Context: an optimization exercise on an open-source flow, tuned for small area and a short achievable clock period. The choices shown serve that exercise and are no tape-out recipe. Function was checked by simulation only, so behaviour that the tests miss may differ from the original. Power figures rest on the tool's default switching activity, not on a simulated workload.

--- flow/design.v ---
package robEntryPkg;
    typedef logic [4-1:0]   robIdxT;
    typedef logic [32-1:0]        pcT;
    typedef logic [5-1:0]  archRegT;
    typedef logic [6-1:0]  physRegT;
    typedef logic [7-1:0] trapCodeT;
    typedef logic [3-1:0]   bufIdxT;
    typedef enum logic [1:0] {
        opAlu     = 2'b00,
        opLoad    = 2'b01,
        opStore   = 2'b10,
        opSyscall = 2'b11
    } microOpE;
    typedef struct packed {
        logic     valid;
        logic     done;
        microOpE  op;
        logic     rdValid;
        archRegT  archRd;
        physRegT  physRd;
        pcT       pc;
        logic     trap;
        trapCodeT trapCode;
        pcT       faultAddr;
        bufIdxT   bufIdx;
    } robEntryT;
endpackage
package robCtrlPkg;
    typedef enum logic {
        stateRun      = 1'b0,
        stateTrapHold = 1'b1
    } retireStateE;
    typedef logic [1:0] retireCountT;
    typedef logic [4:0] occupancyT;
endpackage
`timescale 1ns/1ps
module robControl (
    input  logic                    Clk,
    input  logic                    arstN,
    input  logic                    stall,
    input  logic                    flush,
    input  logic                    dispatchValid0,
    input  logic                    dispatchValid1,
    input  robCtrlPkg::retireCountT retireCount,
    input  logic                    trapTaken,
    output robEntryPkg::robIdxT     headIdx,
    output robEntryPkg::robIdxT     tailIdx,
    output logic                    retireEnable,
    output logic                    robFull,
    output logic                    allocWrite0,
    output logic                    allocWrite1
);
    robCtrlPkg::retireStateE retireState;
    robCtrlPkg::occupancyT   occupancy;
    robCtrlPkg::retireCountT allocCount;
    assign robFull = occupancy > robCtrlPkg::occupancyT'(16 - 2);
    assign allocWrite0 = dispatchValid0 && !robFull && !stall && !flush;
    assign allocWrite1 = allocWrite0 && dispatchValid1;
    assign allocCount  = allocWrite1 ? robCtrlPkg::retireCountT'(2) : robCtrlPkg::retireCountT'({1'b0, allocWrite0});
    assign retireEnable = !stall && !flush && (retireState == robCtrlPkg::stateRun);
    always_ff @(posedge Clk or negedge arstN) begin
        if (!arstN) begin
            headIdx     <= '0;
            tailIdx     <= '0;
            occupancy   <= '0;
            retireState <= robCtrlPkg::stateRun;
        end else if (flush) begin
            headIdx     <= '0;
            tailIdx     <= '0;
            occupancy   <= '0;
            retireState <= robCtrlPkg::stateRun;
        end else if (!stall) begin
            headIdx   <= headIdx + robEntryPkg::robIdxT'(retireCount);
            tailIdx   <= tailIdx + robEntryPkg::robIdxT'(allocCount);
            occupancy <= occupancy + robCtrlPkg::occupancyT'(allocCount) - robCtrlPkg::occupancyT'(retireCount);
            if (trapTaken) begin
                retireState <= robCtrlPkg::stateTrapHold;
            end
        end
    end
endmodule
`timescale 1ns/1ps
module robEntryStore (
    input  logic                   Clk,
    input  logic                   arstN,
    input  logic                   stall,
    input  logic                   flush,
    input  robEntryPkg::robIdxT    headIdx,
    input  robEntryPkg::robIdxT    tailIdx,
    input  logic                   allocWrite0,
    input  logic                   allocWrite1,
    input  robEntryPkg::pcT        dispatchPc0,
    input  robEntryPkg::microOpE   dispatchOp0,
    input  logic                   dispatchRdValid0,
    input  robEntryPkg::archRegT   dispatchArchRd0,
    input  robEntryPkg::physRegT   dispatchPhysRd0,
    input  robEntryPkg::pcT        dispatchPc1,
    input  robEntryPkg::microOpE   dispatchOp1,
    input  logic                   dispatchRdValid1,
    input  robEntryPkg::archRegT   dispatchArchRd1,
    input  robEntryPkg::physRegT   dispatchPhysRd1,
    input  logic                   aluDone0,
    input  logic                   aluDone1,
    input  robEntryPkg::robIdxT    aluDoneIdx0,
    input  robEntryPkg::robIdxT    aluDoneIdx1,
    input  logic                   memDone,
    input  robEntryPkg::robIdxT    memDoneIdx,
    input  logic                   memTrap,
    input  robEntryPkg::trapCodeT  memTrapCode,
    input  robEntryPkg::pcT        memFaultAddr,
    input  robEntryPkg::bufIdxT    memBufIdx,
    input  robEntryPkg::robIdxT    pcReadIdx,
    output robEntryPkg::pcT        pcReadData,
    output robEntryPkg::robEntryT  head0Entry,
    output robEntryPkg::robEntryT  head1Entry
);
    robEntryPkg::microOpE  entOp        [16];
    logic                  entRdValid   [16];
    robEntryPkg::archRegT  entArchRd    [16];
    robEntryPkg::physRegT  entPhysRd    [16];
    robEntryPkg::pcT       entPc        [16];
    logic                  entTrap      [16];
    robEntryPkg::trapCodeT entTrapCode  [16];
    robEntryPkg::pcT       entFaultAddr [16];
    robEntryPkg::bufIdxT   entBufIdx    [16];
    logic [16-1:0] entryValid;
    logic [16-1:0] entryDone;
    robEntryPkg::robIdxT                tailNext;
    robEntryPkg::robIdxT                headNext;
    robEntryPkg::robIdxT                prevHead;
    robEntryPkg::robIdxT                prevHeadNext;
    logic                  compWrite;
    assign tailNext     = tailIdx + 1'b1;
    assign headNext     = headIdx + 1'b1;
    assign prevHeadNext = prevHead + 1'b1;
    assign compWrite = !stall && !flush;
    always_ff @(posedge Clk) begin
        if (allocWrite0) begin
            entOp[tailIdx]        <= dispatchOp0;
            entRdValid[tailIdx]   <= dispatchRdValid0;
            entArchRd[tailIdx]    <= dispatchArchRd0;
            entPhysRd[tailIdx]    <= dispatchPhysRd0;
            entPc[tailIdx]        <= dispatchPc0;
            entTrap[tailIdx]      <= 1'b0;
            entTrapCode[tailIdx]  <= '0;
            entFaultAddr[tailIdx] <= '0;
            entBufIdx[tailIdx]    <= '0;
        end
        if (allocWrite1) begin
            entOp[tailNext]        <= dispatchOp1;
            entRdValid[tailNext]   <= dispatchRdValid1;
            entArchRd[tailNext]    <= dispatchArchRd1;
            entPhysRd[tailNext]    <= dispatchPhysRd1;
            entPc[tailNext]        <= dispatchPc1;
            entTrap[tailNext]      <= 1'b0;
            entTrapCode[tailNext]  <= '0;
            entFaultAddr[tailNext] <= '0;
            entBufIdx[tailNext]    <= '0;
        end
        if (compWrite && memDone) begin
            entTrap[memDoneIdx]      <= memTrap;
            entTrapCode[memDoneIdx]  <= memTrapCode;
            entFaultAddr[memDoneIdx] <= memFaultAddr;
            entBufIdx[memDoneIdx]    <= memBufIdx;
        end
    end
    always_ff @(posedge Clk or negedge arstN) begin
        if (!arstN) begin
            entryValid <= '0;
            entryDone  <= '0;
            prevHead   <= '0;
        end else if (flush) begin
            entryValid <= '0;
            entryDone  <= '0;
            prevHead   <= '0;
        end else begin
            prevHead <= headIdx;
            if (headIdx != prevHead) begin
                entryValid[prevHead] <= 1'b0;
            end
            if (headIdx == prevHead + robEntryPkg::robIdxT'(2)) begin
                entryValid[prevHeadNext] <= 1'b0;
            end
            if (allocWrite0) begin
                entryValid[tailIdx] <= 1'b1;
                entryDone[tailIdx]  <= 1'b0;
            end
            if (allocWrite1) begin
                entryValid[tailNext] <= 1'b1;
                entryDone[tailNext]  <= 1'b0;
            end
            if (compWrite && aluDone0) begin
                entryDone[aluDoneIdx0] <= 1'b1;
            end
            if (compWrite && aluDone1) begin
                entryDone[aluDoneIdx1] <= 1'b1;
            end
            if (compWrite && memDone) begin
                entryDone[memDoneIdx] <= 1'b1;
            end
        end
    end
    assign pcReadData = entPc[pcReadIdx];
    always_comb begin
        head0Entry.valid     = entryValid[headIdx];
        head0Entry.done      = entryDone[headIdx];
        head0Entry.op        = entOp[headIdx];
        head0Entry.rdValid   = entRdValid[headIdx];
        head0Entry.archRd    = entArchRd[headIdx];
        head0Entry.physRd    = entPhysRd[headIdx];
        head0Entry.pc        = entPc[headIdx];
        head0Entry.trap      = entTrap[headIdx];
        head0Entry.trapCode  = entTrapCode[headIdx];
        head0Entry.faultAddr = entFaultAddr[headIdx];
        head0Entry.bufIdx    = entBufIdx[headIdx];
        head1Entry.valid     = entryValid[headNext];
        head1Entry.done      = entryDone[headNext];
        head1Entry.op        = entOp[headNext];
        head1Entry.rdValid   = entRdValid[headNext];
        head1Entry.archRd    = entArchRd[headNext];
        head1Entry.physRd    = entPhysRd[headNext];
        head1Entry.pc        = entPc[headNext];
        head1Entry.trap      = entTrap[headNext];
        head1Entry.trapCode  = entTrapCode[headNext];
        head1Entry.faultAddr = entFaultAddr[headNext];
        head1Entry.bufIdx    = entBufIdx[headNext];
    end
endmodule
`timescale 1ns/1ps
module robRetireSelect (
    input  robEntryPkg::robEntryT   head0Entry,
    input  robEntryPkg::robEntryT   head1Entry,
    input  logic                    retireEnable,
    input  logic                    extInterrupt,
    output robCtrlPkg::retireCountT retireCount,
    output logic                    trapTaken,
    output logic                    commitMap0,
    output logic                    commitMap1,
    output robEntryPkg::archRegT    commitArchRd0,
    output robEntryPkg::archRegT    commitArchRd1,
    output robEntryPkg::physRegT    commitPhysRd0,
    output robEntryPkg::physRegT    commitPhysRd1,
    output logic                    memRetire,
    output logic                    memRetireStore,
    output robEntryPkg::bufIdxT     memRetireBufIdx,
    output logic                    trapValid,
    output robEntryPkg::pcT         trapPc,
    output robEntryPkg::pcT         trapAddr,
    output robEntryPkg::trapCodeT   trapCode
);
    logic head0Ready;
    logic head1Ready;
    logic head0Mem;
    logic head1Mem;
    logic interruptTake;
    logic faultTake;
    logic syscallTake;
    logic retire0;
    logic retire1;
    logic memRetire0;
    logic memRetire1;
    assign head0Ready = retireEnable && head0Entry.valid && head0Entry.done;
    assign head1Ready = head1Entry.valid && head1Entry.done;
    assign head0Mem   = (head0Entry.op == robEntryPkg::opLoad) || (head0Entry.op == robEntryPkg::opStore);
    assign head1Mem   = (head1Entry.op == robEntryPkg::opLoad) || (head1Entry.op == robEntryPkg::opStore);
    assign interruptTake = retireEnable && extInterrupt && head0Entry.valid;
    assign faultTake     = head0Ready && !extInterrupt && head0Entry.trap;
    assign syscallTake   = head0Ready && !extInterrupt && !head0Entry.trap &&
                           (head0Entry.op == robEntryPkg::opSyscall);
    assign trapTaken     = interruptTake || faultTake || syscallTake;
    assign retire0 = head0Ready && !trapTaken;
    assign retire1 = retire0 && head1Ready && !head1Entry.trap &&
                     (head1Entry.op != robEntryPkg::opSyscall) && !(head0Mem && head1Mem);
    assign retireCount = retire1 ? robCtrlPkg::retireCountT'(2) : robCtrlPkg::retireCountT'({1'b0, retire0});
    assign commitMap0    = retire0 && head0Entry.rdValid;
    assign commitMap1    = retire1 && head1Entry.rdValid;
    assign commitArchRd0 = commitMap0 ? head0Entry.archRd : '0;
    assign commitArchRd1 = commitMap1 ? head1Entry.archRd : '0;
    assign commitPhysRd0 = commitMap0 ? head0Entry.physRd : '0;
    assign commitPhysRd1 = commitMap1 ? head1Entry.physRd : '0;
    assign memRetire0      = retire0 && head0Mem;
    assign memRetire1      = retire1 && head1Mem;
    assign memRetire       = memRetire0 || memRetire1;
    assign memRetireStore  = memRetire0 ? (head0Entry.op == robEntryPkg::opStore) :
                             memRetire1 ? (head1Entry.op == robEntryPkg::opStore) : 1'b0;
    assign memRetireBufIdx = memRetire0 ? head0Entry.bufIdx :
                             memRetire1 ? head1Entry.bufIdx : '0;
    assign trapValid = trapTaken;
    assign trapPc    = trapTaken ? head0Entry.pc : '0;
    assign trapAddr  = faultTake ? head0Entry.faultAddr : '0;
    assign trapCode  = interruptTake ? robEntryPkg::trapCodeT'(0) :
                       faultTake     ? head0Entry.trapCode :
                       syscallTake   ? robEntryPkg::trapCodeT'(10) : '0;
endmodule
`timescale 1ns/1ps
module robTop (
    input  logic                   Clk,
    input  logic                   arstN,
    input  logic                   stall,
    input  logic                   flush,
    input  logic                   extInterrupt,
    input  logic                   dispatchValid0,
    input  robEntryPkg::pcT        dispatchPc0,
    input  robEntryPkg::microOpE   dispatchOp0,
    input  logic                   dispatchRdValid0,
    input  robEntryPkg::archRegT   dispatchArchRd0,
    input  robEntryPkg::physRegT   dispatchPhysRd0,
    input  logic                   dispatchValid1,
    input  robEntryPkg::pcT        dispatchPc1,
    input  robEntryPkg::microOpE   dispatchOp1,
    input  logic                   dispatchRdValid1,
    input  robEntryPkg::archRegT   dispatchArchRd1,
    input  robEntryPkg::physRegT   dispatchPhysRd1,
    output robEntryPkg::robIdxT    allocIdx0,
    output robEntryPkg::robIdxT    allocIdx1,
    output logic                   robFull,
    input  logic                   aluDone0,
    input  logic                   aluDone1,
    input  robEntryPkg::robIdxT    aluDoneIdx0,
    input  robEntryPkg::robIdxT    aluDoneIdx1,
    input  logic                   memDone,
    input  robEntryPkg::robIdxT    memDoneIdx,
    input  logic                   memTrap,
    input  robEntryPkg::trapCodeT  memTrapCode,
    input  robEntryPkg::pcT        memFaultAddr,
    input  robEntryPkg::bufIdxT    memBufIdx,
    input  robEntryPkg::robIdxT    pcReadIdx,
    output robEntryPkg::pcT        pcReadData,
    output logic                   commitMap0,
    output logic                   commitMap1,
    output robEntryPkg::archRegT   commitArchRd0,
    output robEntryPkg::archRegT   commitArchRd1,
    output robEntryPkg::physRegT   commitPhysRd0,
    output robEntryPkg::physRegT   commitPhysRd1,
    output logic                   memRetire,
    output logic                   memRetireStore,
    output robEntryPkg::bufIdxT    memRetireBufIdx,
    output logic                   trapValid,
    output robEntryPkg::pcT        trapPc,
    output robEntryPkg::pcT        trapAddr,
    output robEntryPkg::trapCodeT  trapCode
);
    robEntryPkg::robIdxT      headIdx;
    robEntryPkg::robIdxT      tailIdx;
    logic        retireEnable;
    logic        allocWrite0;
    logic        allocWrite1;
    robEntryPkg::robEntryT    head0Entry;
    robEntryPkg::robEntryT    head1Entry;
    robCtrlPkg::retireCountT retireCount;
    logic        trapTaken;
    assign allocIdx0 = tailIdx;
    assign allocIdx1 = tailIdx + 1'b1;
    robControl u_control (.*);
    robEntryStore u_store (.*);
    robRetireSelect u_retire (.*);
endmodule
--- flow/run.sh ---
#!/bin/bash
# synth_recipe.tcl (not shown) runs the flow's synth.tcl, then flattens the netlist and writes it again
# the make line also repeats each setting of config.mk as NAME=value (left out here)
make -C /OpenROAD-flow-scripts/flow DESIGN_CONFIG=/design/flow/config.mk WORK_HOME=/design/flow/orfs CLKGATE_MAP_FILE= SYNTH_SCRIPT=/design/flow/synth_recipe.tcl finish
--- flow/config.mk ---
export PLATFORM = sky130hd
export DESIGN_NAME = robTop
export DESIGN_NICKNAME = robTop
export VERILOG_FILES = /design/flow/design.v
export SDC_FILE = /design/flow/constraint.sdc
export NUM_CORES = 4
export LEC_CHECK = 0
export CAP_MARGIN = 20
export CORE_MARGIN = 2
export CORE_UTILIZATION = 40
export SLEW_MARGIN = 20
--- flow/constraint.sdc ---
create_clock -name core_clock -period 6.5 [get_ports {Clk}]
set_input_delay 1.3000 -clock core_clock [delete_from_list [all_inputs] [get_ports {Clk}]]
set_output_delay 1.3000 -clock core_clock [all_outputs]
set_load 0.01 [all_outputs]
==> results by group <==
Run status
  – Outcome: no timing/DRC/antenna violations

Pwr
  – Leak: roughly 0.028 uW
  – Pwr dens: about 230 nW/um^2
  – Sequential power share: 0.496
  – NetSw: 4890 uW
  – Combinational Power Share: 0.063
  – Clock share of power: 0.440
  – Switch share: 0.231
  – Int Pwr: 16200 uW
  – Max IR drop VDD: about 0.23 mV

Finish
  – Final net count: roughly 5200
  – Layout Utilization: 0.460
  – Share of cells above drive strength 1: 0.353
  – Layout area overhead: 14.5%
  – Post-route cell area: roughly 90000 sq um

Detailed routing
  – Vias: 48200
  – Post-route ant nets: 0
  – Met2 WL: between 100 and 150 mm
  – Drt first pass iters: 6
  – Drt first-iter violations: between 5000 and 6000
  – DR WL met3: between 15 and 20 mm
  – Routed WL per cell: approximately 33 microns
  – WL final: roughly 260 mm
  – DRC errors left: 0
  – WL met1: 103 mm
  – DR vias/cell: 6.16
  – DR top layer: met5

Clock tree
  – CTS Buf Count: about 170
  – CTS H-tree lvls: 4
  – Clock Tree Root: clkbuf_16
  – Clk slew on worst S/H paths: ~60 ps
  – Worst skew pair latency: 820 ps
  – Max Root-Sink Buffers: 3
  – Clock net sink count: about 1500
  – CTS tree: built

Min path
  – Hold Path Class: reg2reg
  – Hold path start: u_control.occupancy[4]

STA
  – Final period utilization: 0.976
  – Tmin final: roughly 6300 ps
  – # setup viols final: 0
  – Hold Slack: a little over 500 ps
  – Slew headroom: 0.235
  – Fmax: around 160 MHz
  – Final worst slack: 159 ps
  – Max-slew violation count: 0
  – Final Hold Viols: 0
  – Clock skew: ~44 ps
  – Worst Tran Pin Value: 1150 ps

Synth
  – Post-synth EDFFs: 1424
  – Most instantiated cells after synthesis: 1424 x edfxtp_1, 720 x mux2_2, 636 x mux4_2, 524 x and2_1, 321 x clkbuf_1
  – Synth cell types: between 80 and 90
  – Synth Cell Area: a little under 80000 sq um
  – Main synth FF type: edfxtp_1
  – FFs w/ async S/R, synth: 0.0339
  – Post-Syn Nets: 5120
  – Area contributors post-synth: edfxtp_1 54%, mux4_2 18%, mux2_2 10%
  – Yosys top cell by area: edfxtp_1
  – Sequential area share after synthesis: 0.556
  – Gate count of the mapped netlist: approximately 4900
  – Synth top area share: 0.541
  – Warnings from Yosys: 2
  – #FFs+latches synth: 1474
  – Syn avg cell area: ~16 sq um
  – Most common cell in the netlist: edfxtp_1

Global routing
  – Total track usage: 0.254
  – Vias in the first global route: just under 50000
  – GRT overflow: 0
  – First-pass GRT wire length: roughly 370 mm
  – Largest net degree at the start of global routing: 116
  – Initial antenna violation count: 44

Placed design
  – Dpl cell area: 85000 sq um
  – Post-DP HPWL: between 100 and 150 mm
  – Port bufs: between 300 and 400
  – Placer Congestion: 0.869
  – Setup WS pre-CTS: ~360 ps

Floorplan
  – Core Box Area: approximately 200000 sq um
  – Die height: around 450 microns
  – # IOs: approximately 300
  – Die area: a little over 200000 sq um
  – Std cell rows: approximately 160
  – Starting density of the core: 0.402
  – Die X: 449 microns

Critical path
  – R2r startpoint: u_control.headIdx[0]
  – Worst Setup SP: u_control.headIdx[1]
  – Worst Path Arrival: between 5000 and 6000 ps
  – WS Path Type: reg2out
  – Crit start category: register
  – CP required: between 5000 and 6000 ps
  – Critical path fanouts, max: between 50 and 60
  – Critical path capture point type: primary output

Run
  – Number of max-cap violations: 0
## metal layers
layer	GRT usage	vias to the layer above
li1	-	19700
met3	0.0448	489
met4	0.0845	26
met2	0.422	2235
met5	0	-
met1	0.337	25700
## per-stage QoR
step	instances	setup TNS, ps	power, uW
2_1_floorplan	4910	-36000	11500
3_5_place_dp	7485	0	12000
4_1_cts	7796	0	21300
6_report	7819	0	21100
3_3_place_gp	7485	0	12000
5_1_grt	7814	-16.9	21700
## worst paths after layout
kind                                     endpoint  slack [ps]  cells past startpoint
setup / recovery                      trapCode[5]         160                     10
hold / removal             u_control.occupancy[4]         510                      2
setup reg to reg           u_control.occupancy[3]        1300                     20
hold reg to reg            u_control.occupancy[4]         510                      2
max in group asynchronous    u_control.headIdx[0]        5360                      2
min in group asynchronous     u_store.prevHead[1]         610                      2
## critical path, stage by stage (launching register included)
cell	delay (ps)
dfrtp_4	460
buf_4	250
buf_6	580
nor2_1	210
a22oi_2	200
nand4_1	220
a211oi_4	310
buf_4	430
nand2_1	390
a211oi_1	470
clkdlybuf4s50_1	640
## state kept, by name (all words and copies together) (netlist names)
register               flops
u_store.entFaultAddr     512
u_store.entPc            512
u_store.entTrapCode      112
u_store.entPhysRd         96
u_store.entArchRd         80
u_store.entBufIdx         48
u_store.entOp             32
u_store.entRdValid        16
u_store.entTrap           16
u_store.entryDone         16
u_store.entryValid        16
u_control.occupancy        5
u_control.headIdx          4
u_control.tailIdx          4
u_store.prevHead           4
u_control.retireState      1
## final cells by class
type | instances | area [sq um]
multi-input combinational | 2888 | 33200
tap | 2640 | 3300
sequential | 1474 | 44000
clock inverter | 89 | 938
clock buffer | 215 | 4370
timing repair buffer | 450 | 4550
inverter | 48 | 188
antenna | 15 | 37.5
fill | 17100 | 106000
## logic make-up (layout without fill, tap and decap cells)
family	after synthesis	after routing	share of synthesized area
flops	1474	1474	0.556
compound gates	221	221	0.0215
buf+inv	548	802	0.0308
other cells	0	15	0
simple gates	1131	1131	0.0832
mux	1450	1450	0.296
xor+xnor	37	37	0.00429
fa+ha+maj	49	49	0.00813
## cell usage in the layout, fill, tap and decap left out, types with 15 or more instances in the layout
cell             count
a21oi_1             31
a221oi_1            18
and2_1             524
and3_1             209
buf_12              27
buf_4              115
clkbuf_1            47
clkbuf_16          167
clkdlybuf4s50_1    293
clkinv_1            40
clkinv_2            22
dfrtp_1             47
diode_2             15
edfxtp_1          1424
ha_1                44
inv_1               45
mux2_1              19
mux2_2             720
mux2i_1             75
mux4_2             636
nand2_1            129
nand3_1             34
nor2_1              69
nor2_4              22
nor2b_1             51
nor3_1              15
o21ai_0             16
o221ai_1            21
xor2_1              18
## power by group through the flow
stage          Clock [uW]  Combinational (uW)  Sequential [uW]
3_3_place_gp            0                1330            10700
6_report             9310                1340            10500
5_1_grt              9790                1430            10500
3_5_place_dp            0                1340            10700
4_1_cts              9430                1340            10500
2_1_floorplan           0                 790            10700
## repair_timing
item / CTS / global route
pin swaps: 0 / 1
resized for setup: 11 / 3
hold buffers: 0 / 0
setup buffers: 5 / 8
gates cloned: 2 / 0
setup endpoints to repair: 53 / 20

[static timing again, ports no longer ideal]
The results above use ideal ports. As a check the final layout listed here was re-extracted and re-timed, cells and wires unchanged.
Step 1, drivers: a clkbuf_16 drives Clk and a buf_2 each remaining input, both assumed.
Step 2 also shifts input and output timing later by t, the mid clock arrival at the registers, as if the neighbouring blocks saw the same clock.
a / b / c = ideal / step 1 / step 2; a / b = the first two.
t, ns: 0.909
slack for setup (ns): 0.159 / 0.064 / 0.506
worst hold slack (ns): 0.513 / 0.513 / 0.513
After both steps this run still meets setup and hold. The setup slack of this run moves by -0.095 ns with the drivers and by +0.347 ns with both steps.
